This design comes from an exercise in tuning for small area and a short achievable clock period on the open sky130 flow, not from production work.
Only simulation tests tie the RTL to the original design; equivalence was not proved.
No activity file was given, so power comes from the tool's default toggle rates.

Design data_mem_ctrl, start of the top module:
module data_mem_ctrl #(
    parameter int DATA_W = 32,
    parameter int DEPTH  = 64
) (
    input  logic                clk,
    input  logic                rst_n,
    input  logic                req,
    input  logic                we,
    input  logic [31:0]         addr,
    input  logic [DATA_W-1:0]   wdata,
    input  logic [DATA_W/8-1:0] be,
    output logic                ready,
    output logic                rvalid,
    output logic [DATA_W-1:0]   rdata,
    output logic                err
);
For scale: about 2100 flip-flops, ~110 I/O pins, roughly 72000 µm² of cells after synthesis.
Settings: LEC_CHECK=0, CAP_MARGIN=20, CORE_MARGIN=2, CORE_UTILIZATION=65, CTS_CLUSTER_DIAMETER=90, CTS_CLUSTER_SIZE=30, SETUP_SLACK_MARGIN=1.25, SLEW_MARGIN=20, SYNTH_HIERARCHICAL=1, SYNTH_MINIMUM_KEEP_SIZE=0, TNS_END_PERCENT=20; clock period 3.5 ns.
standard.sh (not shown) runs the stock make flow with config.mk's settings and CLKGATE_MAP_FILE= SYNTH_SCRIPT=/design/flow/synth_recipe.tcl, a recipe that flattens the netlist after the stock synthesis.
==> flow/flow/run.sh <==
#!/bin/bash
# The standard layout, with the port buffers made of plain buffers (instead of the delay
# cells buffer_ports picks by default) and timing repair free to resize across footprints.
set -euo pipefail
bash standard.sh \
  BUFFER_PORTS_ARGS="-buffer_cell sky130_fd_sc_hd__buf_2" \
  MATCH_CELL_FOOTPRINT=0 \
  finish > standard_flow.log 2>&1
Next try:
--- a/flow/config.mk
+++ b/flow/config.mk
@@ -11,7 +11,8 @@
 export CTS_CLUSTER_DIAMETER = 90
 export CTS_CLUSTER_SIZE = 30
-export SETUP_SLACK_MARGIN = 1.25
+export GPL_ROUTABILITY_DRIVEN = 0
+export SETUP_SLACK_MARGIN = 1.2
 export SLEW_MARGIN = 20
 export SYNTH_HIERARCHICAL = 1
 export SYNTH_MINIMUM_KEEP_SIZE = 0
-export TNS_END_PERCENT = 20
+export TNS_END_PERCENT = 10
What happened:
- non-clock buffer count shrinks by 16
- maximum frequency grows by 1.6%
- setup slack improved by 39 ps
- clock-buffer cell count does not change
- design area shrinks by 1.1%
- flip-flop and latch count does not change
- die area is unchanged
Next try:
--- a/flow/config.mk
+++ b/flow/config.mk
@@ -11,8 +11,7 @@
 export CTS_CLUSTER_DIAMETER = 90
 export CTS_CLUSTER_SIZE = 30
-export GPL_ROUTABILITY_DRIVEN = 0
-export SETUP_SLACK_MARGIN = 1.2
+export SETUP_SLACK_MARGIN = 1.3
 export SLEW_MARGIN = 20
 export SYNTH_HIERARCHICAL = 1
 export SYNTH_MINIMUM_KEEP_SIZE = 0
-export TNS_END_PERCENT = 10
+export TNS_END_PERCENT = 30
Effect: The changed run went through all stages and came out clean. Core utilization goes up by 1.6 points. Non-clock buffer count rose by 52. Wire length rises by 3.9%. Sequential cell count stays the same. Synthesized area stays the same. Total power grows by 0.35%. Worst setup slack gains 35 ps.
Next try:
--- a/flow/config.mk
+++ b/flow/config.mk
@@ -11,7 +11,7 @@
 export CTS_CLUSTER_DIAMETER = 90
 export CTS_CLUSTER_SIZE = 30
-export SETUP_SLACK_MARGIN = 1.3
+export SETUP_SLACK_MARGIN = 1.2
 export SLEW_MARGIN = 20
 export SYNTH_HIERARCHICAL = 1
 export SYNTH_MINIMUM_KEEP_SIZE = 0
-export TNS_END_PERCENT = 30
+export TNS_END_PERCENT = 10
=> Cell count goes down slightly; wire length came out lower by a few percent; clock-buffer cell count stays the same; clock power is about the same; register-to-register slack gets worse by 50 ps; worst hold slack loses 12 ps; non-clock buffer count fell by 52; total power drops slightly; via count is lower slightly; worst setup slack loses 35 ps; die area is unchanged.

========
data_mem_ctrl, a different RTL version from the one above (not shown whole).
Size in the first run: roughly 2,100 flip-flops, roughly 110 I/O pins.
// data_mem_ctrl
module data_mem_ctrl #(
    parameter int DATA_W = 32,
    parameter int DEPTH  = 64
) (
    input  logic                clk,
    input  logic                rst_n,
    input  logic                req,
    input  logic                we,
    input  logic [31:0]         addr,
    input  logic [DATA_W-1:0]   wdata,
    input  logic [DATA_W/8-1:0] be,
    output logic                ready,
    output logic                rvalid,
    output logic [DATA_W-1:0]   rdata,
    output logic                err
);
    localparam int BW    = DATA_W / 8;
    localparam int AW    = $clog2(DEPTH);
    localparam int NG    = 20;               
    logic [AW:0]         cnt_q;
    logic                ready_q;
    localparam int NCLR = 2 * BW;
    logic [NCLR-1:0]     clr_q;
    always_ff @(posedge clk or negedge rst_n) begin
        if (!rst_n) begin
            cnt_q   <= '0;
            ready_q <= 1'b0;
            clr_q   <= '1;
        end else begin
            if (!cnt_q[AW]) begin
                cnt_q <= cnt_q + 1'b1;
            end
            ready_q <= ready_q | (&cnt_q[AW-1:0]);
            for (int k = 0; k < NCLR; k++) begin
                clr_q[k] <= clr_q[k] & ~(&cnt_q[AW-1:0]);
            end
        end
    end
    assign ready    = ready_q;
    logic                acc;
    logic                oor;
    assign acc = req & cnt_q[AW];
    assign oor = |addr[31:AW+2];
    logic [7:0]          plo_n;
    logic [7:0]          phi_n;
    logic [DEPTH-1:0]    dec [2];
    logic [5:0]          a_n;
    for (genvar i = 0; i < 6; i++) begin : g_ainv
        data_mem_inv u_i (.a(addr[2+i]), .y(a_n[i]));
    end
  ...
export LEC_CHECK = 0
export CAP_MARGIN = 20
export CORE_MARGIN = 2
export CORE_UTILIZATION = 65
export CTS_CLUSTER_DIAMETER = 90
export CTS_CLUSTER_SIZE = 30
export SETUP_SLACK_MARGIN = 1.3
export SLEW_MARGIN = 20
export SYNTH_HIERARCHICAL = 1
export SYNTH_MINIMUM_KEEP_SIZE = 0
export TNS_END_PERCENT = 30
create_clock -name core_clock -period 3.5 [get_ports {clk}]
Scripts as last shown in full above: flow/flow/run.sh
Then changed:
Settings changed: SETUP_SLACK_MARGIN 1.3 to 1.2, TNS_END_PERCENT 30 to 10.
After rerunning: The changed run went through all stages and came out clean; routed wire length came out lower by 1.6%; combinational power went down by 3.7%; worst setup slack loses 0.035 ns.
Then changed:
--- a/flow/flow/run.sh
+++ b/flow/flow/run.sh
@@ -6 +6 @@
-  BUFFER_PORTS_ARGS="-buffer_cell sky130_fd_sc_hd__buf_2" \
+  BUFFER_PORTS_ARGS="-buffer_cell sky130_fd_sc_hd__buf_4" \
Settings changed: CTS_CLUSTER_DIAMETER 90 to 80, CTS_CLUSTER_SIZE 30 to 24.
Global-route usage rose by 0.37 points.
Routed wire length rose by about 0.8%.
Core utilization rose by 0.26 points.

========
== P ==
Another version of the RTL of data_mem_ctrl (not shown whole).
For scale: ~5,700 cells after synthesis, roughly 2,100 flip-flops, about 110 I/O pins, roughly 72,000 um^2 of cells after synthesis.
export LEC_CHECK = 0
export CAP_MARGIN = 20
export CORE_MARGIN = 2
export CORE_UTILIZATION = 65
export CTS_CLUSTER_DIAMETER = 90
export CTS_CLUSTER_SIZE = 30
export SETUP_SLACK_MARGIN = 1.1
export SLEW_MARGIN = 20
export SYNTH_HIERARCHICAL = 1
export SYNTH_MINIMUM_KEEP_SIZE = 0
export TNS_END_PERCENT = 10
create_clock -name core_clock -period 3.5 [get_ports {clk}]
==> flow/flow/run.sh <==
#!/bin/bash
# The standard layout, with the port buffers made of plain buffers (instead of the delay
# cells buffer_ports picks by default) and timing repair free to resize across footprints.
set -euo pipefail
bash standard.sh \
  BUFFER_PORTS_ARGS="-buffer_cell sky130_fd_sc_hd__buf_2" \
  MATCH_CELL_FOOTPRINT=0 \
  finish > standard_flow.log 2>&1
> inputs changed (P -> Q)
# P
export LEC_CHECK = 0
export CAP_MARGIN = 20
export CORE_MARGIN = 2
export CORE_UTILIZATION = 65
export CTS_CLUSTER_DIAMETER = 90
export CTS_CLUSTER_SIZE = 30
export SETUP_SLACK_MARGIN = 1.1
export SLEW_MARGIN = 20
export SYNTH_HIERARCHICAL = 1
export SYNTH_MINIMUM_KEEP_SIZE = 0
export TNS_END_PERCENT = 10
create_clock -name core_clock -period 3.5 [get_ports {clk}]
# Q
export LEC_CHECK = 0
export CAP_MARGIN = 20
export CORE_MARGIN = 2
export CORE_UTILIZATION = 60
export CTS_CLUSTER_DIAMETER = 90
export CTS_CLUSTER_SIZE = 30
export SETUP_SLACK_MARGIN = 1.2
export SLEW_MARGIN = 20
export SYNTH_HIERARCHICAL = 1
export SYNTH_MINIMUM_KEEP_SIZE = 0
export TNS_END_PERCENT = 10
create_clock -name core_clock -period 3.5 [get_ports {clk}]
## What came out
Power drawn by the clock network delta (P -> Q): insignificant
The finished layout cell area in Q was higher than what P gave.
Q reports its timing startpoint of the critical path as addr[4] while P reports addr[5].
Q ends up with higher die area than P does.
In Q, the peak per-stage delay on the critical path came out 0.15 ns below the value in P.
Number of resized instances in the post-cts repair step in Q is 48 above P.
As far as multiplexer share of the synthesized area goes, P and Q are indistinguishable; the numbers are identical.
Compared to P, Q has measured slew at the worst slew-check pin 0.017 ns lower.
Relative to P, the highest attainable clock frequency of Q is lower by 6.4 MHz.

========
The RTL this note starts from:
==> flow/design.v <==
module data_mem_inv (
    input  logic a,
    output logic y
);
    assign y = ~a;
endmodule
module data_mem_nor2 (
    input  logic a,
    input  logic b,
    output logic y
);
    assign y = ~(a | b);
endmodule
module data_mem_wen (
    input  logic sel,
    input  logic all,
    input  logic lane,
    output logic en_n
);
    assign en_n = ~((sel | all) & lane);
endmodule
module data_mem_nand3 (
    input  logic [2:0] a,
    output logic       y
);
    assign y = ~&a;
endmodule
module data_mem_nand4 (
    input  logic [3:0] a,
    output logic       y
);
    assign y = ~&a;
endmodule
module data_mem_slice3 (
    input  logic [2:0] en_na,
    input  logic [2:0] en_nb,
    input  logic       w_n,
    input  logic [2:0] q,
    input  logic [2:0] sel,
    output logic [2:0] y,
    output logic       r_n
);
    assign y   = (en_na & q) | (~en_nb & {3{~w_n}});
    assign r_n = ~(|(sel & q));
endmodule
module data_mem_slice4 (
    input  logic [3:0] en_na,
    input  logic [3:0] en_nb,
    input  logic       w_n,
    input  logic [3:0] q,
    input  logic [3:0] sel,
    output logic [3:0] y,
    output logic       r3_n,
    output logic       r1_n
);
    assign y    = (en_na & q) | (~en_nb & {4{~w_n}});
    assign r3_n = ~(|(sel[2:0] & q[2:0]));
    assign r1_n = ~(sel[3] & q[3]);
endmodule
module data_mem_ctrl #(
    parameter int DATA_W = 32,
    parameter int DEPTH  = 64
) (
    input  logic                clk,
    input  logic                rst_n,
    input  logic                req,
    input  logic                we,
    input  logic [31:0]         addr,
    input  logic [DATA_W-1:0]   wdata,
    input  logic [DATA_W/8-1:0] be,
    output logic                ready,
    output logic                rvalid,
    output logic [DATA_W-1:0]   rdata,
    output logic                err
);
    localparam int BW    = DATA_W / 8;
    localparam int AW    = $clog2(DEPTH);
    localparam int NG    = 20;               
    logic [AW:0]         cnt_q;
    logic                clearing;
    logic                ready_q;
    always_ff @(posedge clk or negedge rst_n) begin
        if (!rst_n) begin
            cnt_q   <= '0;
            ready_q <= 1'b0;
        end else begin
            if (!cnt_q[AW]) begin
                cnt_q <= cnt_q + 1'b1;
            end
            ready_q <= ready_q | (&cnt_q[AW-1:0]);
        end
    end
    assign ready    = ready_q;
    assign clearing = ~cnt_q[AW];
    logic                acc;
    logic                oor;
    assign acc = req & cnt_q[AW];
    assign oor = |addr[31:AW+2];
    logic [7:0]          plo_n;
    logic [7:0]          phi_n;
    logic [DEPTH-1:0]    dec;
    logic [5:0]          a_n;
    for (genvar i = 0; i < 6; i++) begin : g_ainv
        data_mem_inv u_i (.a(addr[2+i]), .y(a_n[i]));
    end
    for (genvar v = 0; v < 8; v++) begin : g_pdec
        data_mem_nand3 u_lo (
            .a({v[2] ? addr[4] : a_n[2], v[1] ? addr[3] : a_n[1], v[0] ? addr[2] : a_n[0]}),
            .y(plo_n[v])
        );
        data_mem_nand3 u_hi (
            .a({v[2] ? addr[7] : a_n[5], v[1] ? addr[6] : a_n[4], v[0] ? addr[5] : a_n[3]}),
            .y(phi_n[v])
        );
    end
    for (genvar r = 0; r < DEPTH; r++) begin : g_dec
        data_mem_nor2 u_n (.a(plo_n[r%8]), .b(phi_n[r/8]), .y(dec[r]));
    end
    logic [BW-1:0]       lane_en;
    logic [DATA_W-1:0]   wcol_n;
    logic [BW-1:0]       en_n [DEPTH];
    assign lane_en = ({BW{acc & we & ~oor}} & be) | {BW{clearing}};
    assign wcol_n  = ~(wdata & {DATA_W{cnt_q[AW]}});
    for (genvar r = 0; r < DEPTH; r++) begin : g_en
        for (genvar l = 0; l < BW; l++) begin : g_lane
            data_mem_wen u_n (.sel(dec[r]), .all(clearing), .lane(lane_en[l]), .en_n(en_n[r][l]));
        end
    end
    logic [DATA_W-1:0]   mem_q [DEPTH];
    logic [DATA_W-1:0]   mem_d [DEPTH];
    logic [DATA_W-1:0]   rword;
    for (genvar b = 0; b < DATA_W; b++) begin : g_bit
        localparam int L = b / 8;
        logic [NG+1:0] g_n;
        logic [5:0]    x;
        logic [2:0]    z;
        for (genvar g = 0; g < NG; g++) begin : g_grp
            logic [2:0] en3_n;
            logic [2:0] q3;
            logic [2:0] y3;
            assign en3_n = {en_n[3*g+2][L], en_n[3*g+1][L], en_n[3*g][L]};
            assign q3    = {mem_q[3*g+2][b], mem_q[3*g+1][b], mem_q[3*g][b]};
            data_mem_slice3 u_s (
                .en_na(en3_n),
                .en_nb(en3_n),
                .w_n  (wcol_n[b]),
                .q    (q3),
                .sel  (dec[3*g +: 3]),
                .y    (y3),
                .r_n  (g_n[g])
            );
            assign mem_d[3*g][b]   = y3[0];
            assign mem_d[3*g+1][b] = y3[1];
            assign mem_d[3*g+2][b] = y3[2];
        end
        begin : g_last
            logic [3:0] en4_n;
            logic [3:0] q4;
            logic [3:0] y4;
            assign en4_n = {en_n[3*NG+3][L], en_n[3*NG+2][L], en_n[3*NG+1][L], en_n[3*NG][L]};
            assign q4    = {mem_q[3*NG+3][b], mem_q[3*NG+2][b], mem_q[3*NG+1][b], mem_q[3*NG][b]};
            data_mem_slice4 u_s (
                .en_na(en4_n),
                .en_nb(en4_n),
                .w_n  (wcol_n[b]),
                .q    (q4),
                .sel  (dec[3*NG +: 4]),
                .y    (y4),
                .r3_n (g_n[NG]),
                .r1_n (g_n[NG+1])
            );
            assign mem_d[3*NG][b]   = y4[0];
            assign mem_d[3*NG+1][b] = y4[1];
            assign mem_d[3*NG+2][b] = y4[2];
            assign mem_d[3*NG+3][b] = y4[3];
        end
        data_mem_nand4 u_x0 (.a(g_n[3:0]),   .y(x[0]));
        data_mem_nand4 u_x1 (.a(g_n[7:4]),   .y(x[1]));
        data_mem_nand4 u_x2 (.a(g_n[11:8]),  .y(x[2]));
        data_mem_nand4 u_x3 (.a(g_n[15:12]), .y(x[3]));
        data_mem_nand3 u_x4 (.a(g_n[18:16]), .y(x[4]));
        data_mem_nand3 u_x5 (.a(g_n[21:19]), .y(x[5]));
        data_mem_nor2  u_z0 (.a(x[0]), .b(x[1]), .y(z[0]));
        data_mem_nor2  u_z1 (.a(x[2]), .b(x[3]), .y(z[1]));
        data_mem_nor2  u_z2 (.a(x[4]), .b(x[5]), .y(z[2]));
        data_mem_nand3 u_r  (.a(z), .y(rword[b]));
    end
    always_ff @(posedge clk) begin
        for (int r = 0; r < DEPTH; r++) begin
            mem_q[r] <= mem_d[r];
        end
    end
    logic                rd_acc;
    logic                rvalid_q;
    logic [DATA_W-1:0]   rdata_q;
    logic                err_q;
    assign rd_acc = acc & ~we;
    always_ff @(posedge clk or negedge rst_n) begin
        if (!rst_n) begin
            rvalid_q <= 1'b0;
            rdata_q  <= '0;
            err_q    <= 1'b0;
        end else begin
            rvalid_q <= rd_acc;
            err_q    <= acc & oor;
            if (rd_acc) begin
                rdata_q <= rword & {DATA_W{~oor}};
            end
        end
    end
    assign rvalid = rvalid_q;
    assign rdata  = rdata_q;
    assign err    = err_q;
endmodule
Settings: LEC_CHECK=0, CAP_MARGIN=20, CORE_MARGIN=2, CORE_UTILIZATION=55, CTS_CLUSTER_DIAMETER=80, CTS_CLUSTER_SIZE=24, SETUP_SLACK_MARGIN=1.2, SLEW_MARGIN=20, SYNTH_HIERARCHICAL=1, SYNTH_MINIMUM_KEEP_SIZE=0, TNS_END_PERCENT=10; clock period 3.5 ns.
==> flow/flow/run.sh <==
#!/bin/bash
# The standard layout, with the port buffers made of plain buffers (instead of the delay
# cells buffer_ports picks by default) and timing repair free to resize across footprints.
set -euo pipefail
bash standard.sh \
  BUFFER_PORTS_ARGS="-buffer_cell sky130_fd_sc_hd__buf_4" \
  MATCH_CELL_FOOTPRINT=0 \
  finish > standard_flow.log 2>&1
Then changed:
==> flow/run.sh (new file) <==
#!/bin/bash
# synth_recipe.tcl (not shown) runs the flow's synth.tcl, then flattens the netlist and writes it again
# the make line also repeats each setting of config.mk as NAME=value (left out here)
make -C /OpenROAD-flow-scripts/flow DESIGN_CONFIG=/design/flow/config.mk WORK_HOME=/design/flow/orfs CLKGATE_MAP_FILE= SYNTH_SCRIPT=/design/flow/synth_recipe.tcl finish
removed: flow/flow/run.sh
removed: flow/standard.sh
=> The changed run ran to the end with no violations; clock-buffer cell count shrinks by 3; hold slack loses 0.15 ns; via count shrinks slightly; total power shrinks slightly; cell area grows slightly; maximum frequency grows by a little under a tenth; worst setup slack gains 0.19 ns; critical path depth shrinks by 4; global-route usage shrinks by 4.1 points; first-iteration DRC count shrinks by roughly a tenth.

-- static timing again, ports no longer ideal --
How much do the figures lean on ideal ports? The routed layouts below were timed once more, with nothing changed but the port constraints. Step 1 assumes that a clkbuf_16 drives the clock port and a buf_2 every other input. Step 2 also shifts input and output timing later by t, the mid clock arrival at the registers, as if the neighbouring blocks saw the same clock. Three values: ideal, step 1, step 2; two values: the first two.
| run | t (ns) | setup slack, ns | worst hold slack (ns) | worst setup path at the end | slew at the worst register clock pin (ns) |
|---|---|---|---|---|---|
| the first run of note 1 | 0.786 | 1.037 / 1.077 / 0.291 | 0.145 / 0.091 / 0.471 | input to register | 0.12 / 0.12 |
| the second run of note 1 | 0.787 | 1.076 / 1.117 / 0.330 | 0.135 / 0.081 / 0.470 | input to register | 0.12 / 0.12 |
| the third run of note 1 | 0.788 | 1.112 / 1.122 / 0.335 | 0.147 / 0.093 / 0.470 | input to register | 0.12 / 0.12 |
| the fourth run of note 1 | 0.787 | 1.076 / 1.117 / 0.330 | 0.135 / 0.081 / 0.470 | input to register | 0.12 / 0.12 |
| the first run of note 2 | 0.783 | 1.113 / 1.054 / 0.271 | 0.031 / -0.026 / 0.468 | input to register | 0.12 / 0.12 |
| the second run of note 2 | 0.784 | 1.078 / 1.067 / 0.282 | 0.140 / 0.090 / 0.469 | input to register | 0.12 / 0.12 |
| the third run of note 2 | 0.796 | 1.015 / 1.001 / 0.205 | 0.269 / 0.215 / 0.464 | input to register | 0.10 / 0.10 |
| P | 0.766 | 1.038 / 1.036 / 0.269 | 0.337 / 0.284 / 0.469 | input to register | 0.12 / 0.12 |
| Q | 0.791 | 0.999 / 1.001 / 0.210 | 0.255 / 0.193 / 0.470 | input to register | 0.12 / 0.12 |
| the first run of note 4 | 0.832 | 0.809 / 0.764 / -0.068 | 0.210 / 0.147 / 0.467 | input to register | 0.10 / 0.10 |
| the second run of note 4 | 0.820 | 1.000 / 0.940 / 0.215 | 0.057 / -0.001 / 0.462 | input to register | 0.10 / 0.10 |
With both steps, setup timing fails in the first run of note 4, where it was met with ideal ports. The setup slack of the first run of note 4, which loses most, moves by -0.045 ns with the drivers and by -0.877 ns with both steps.
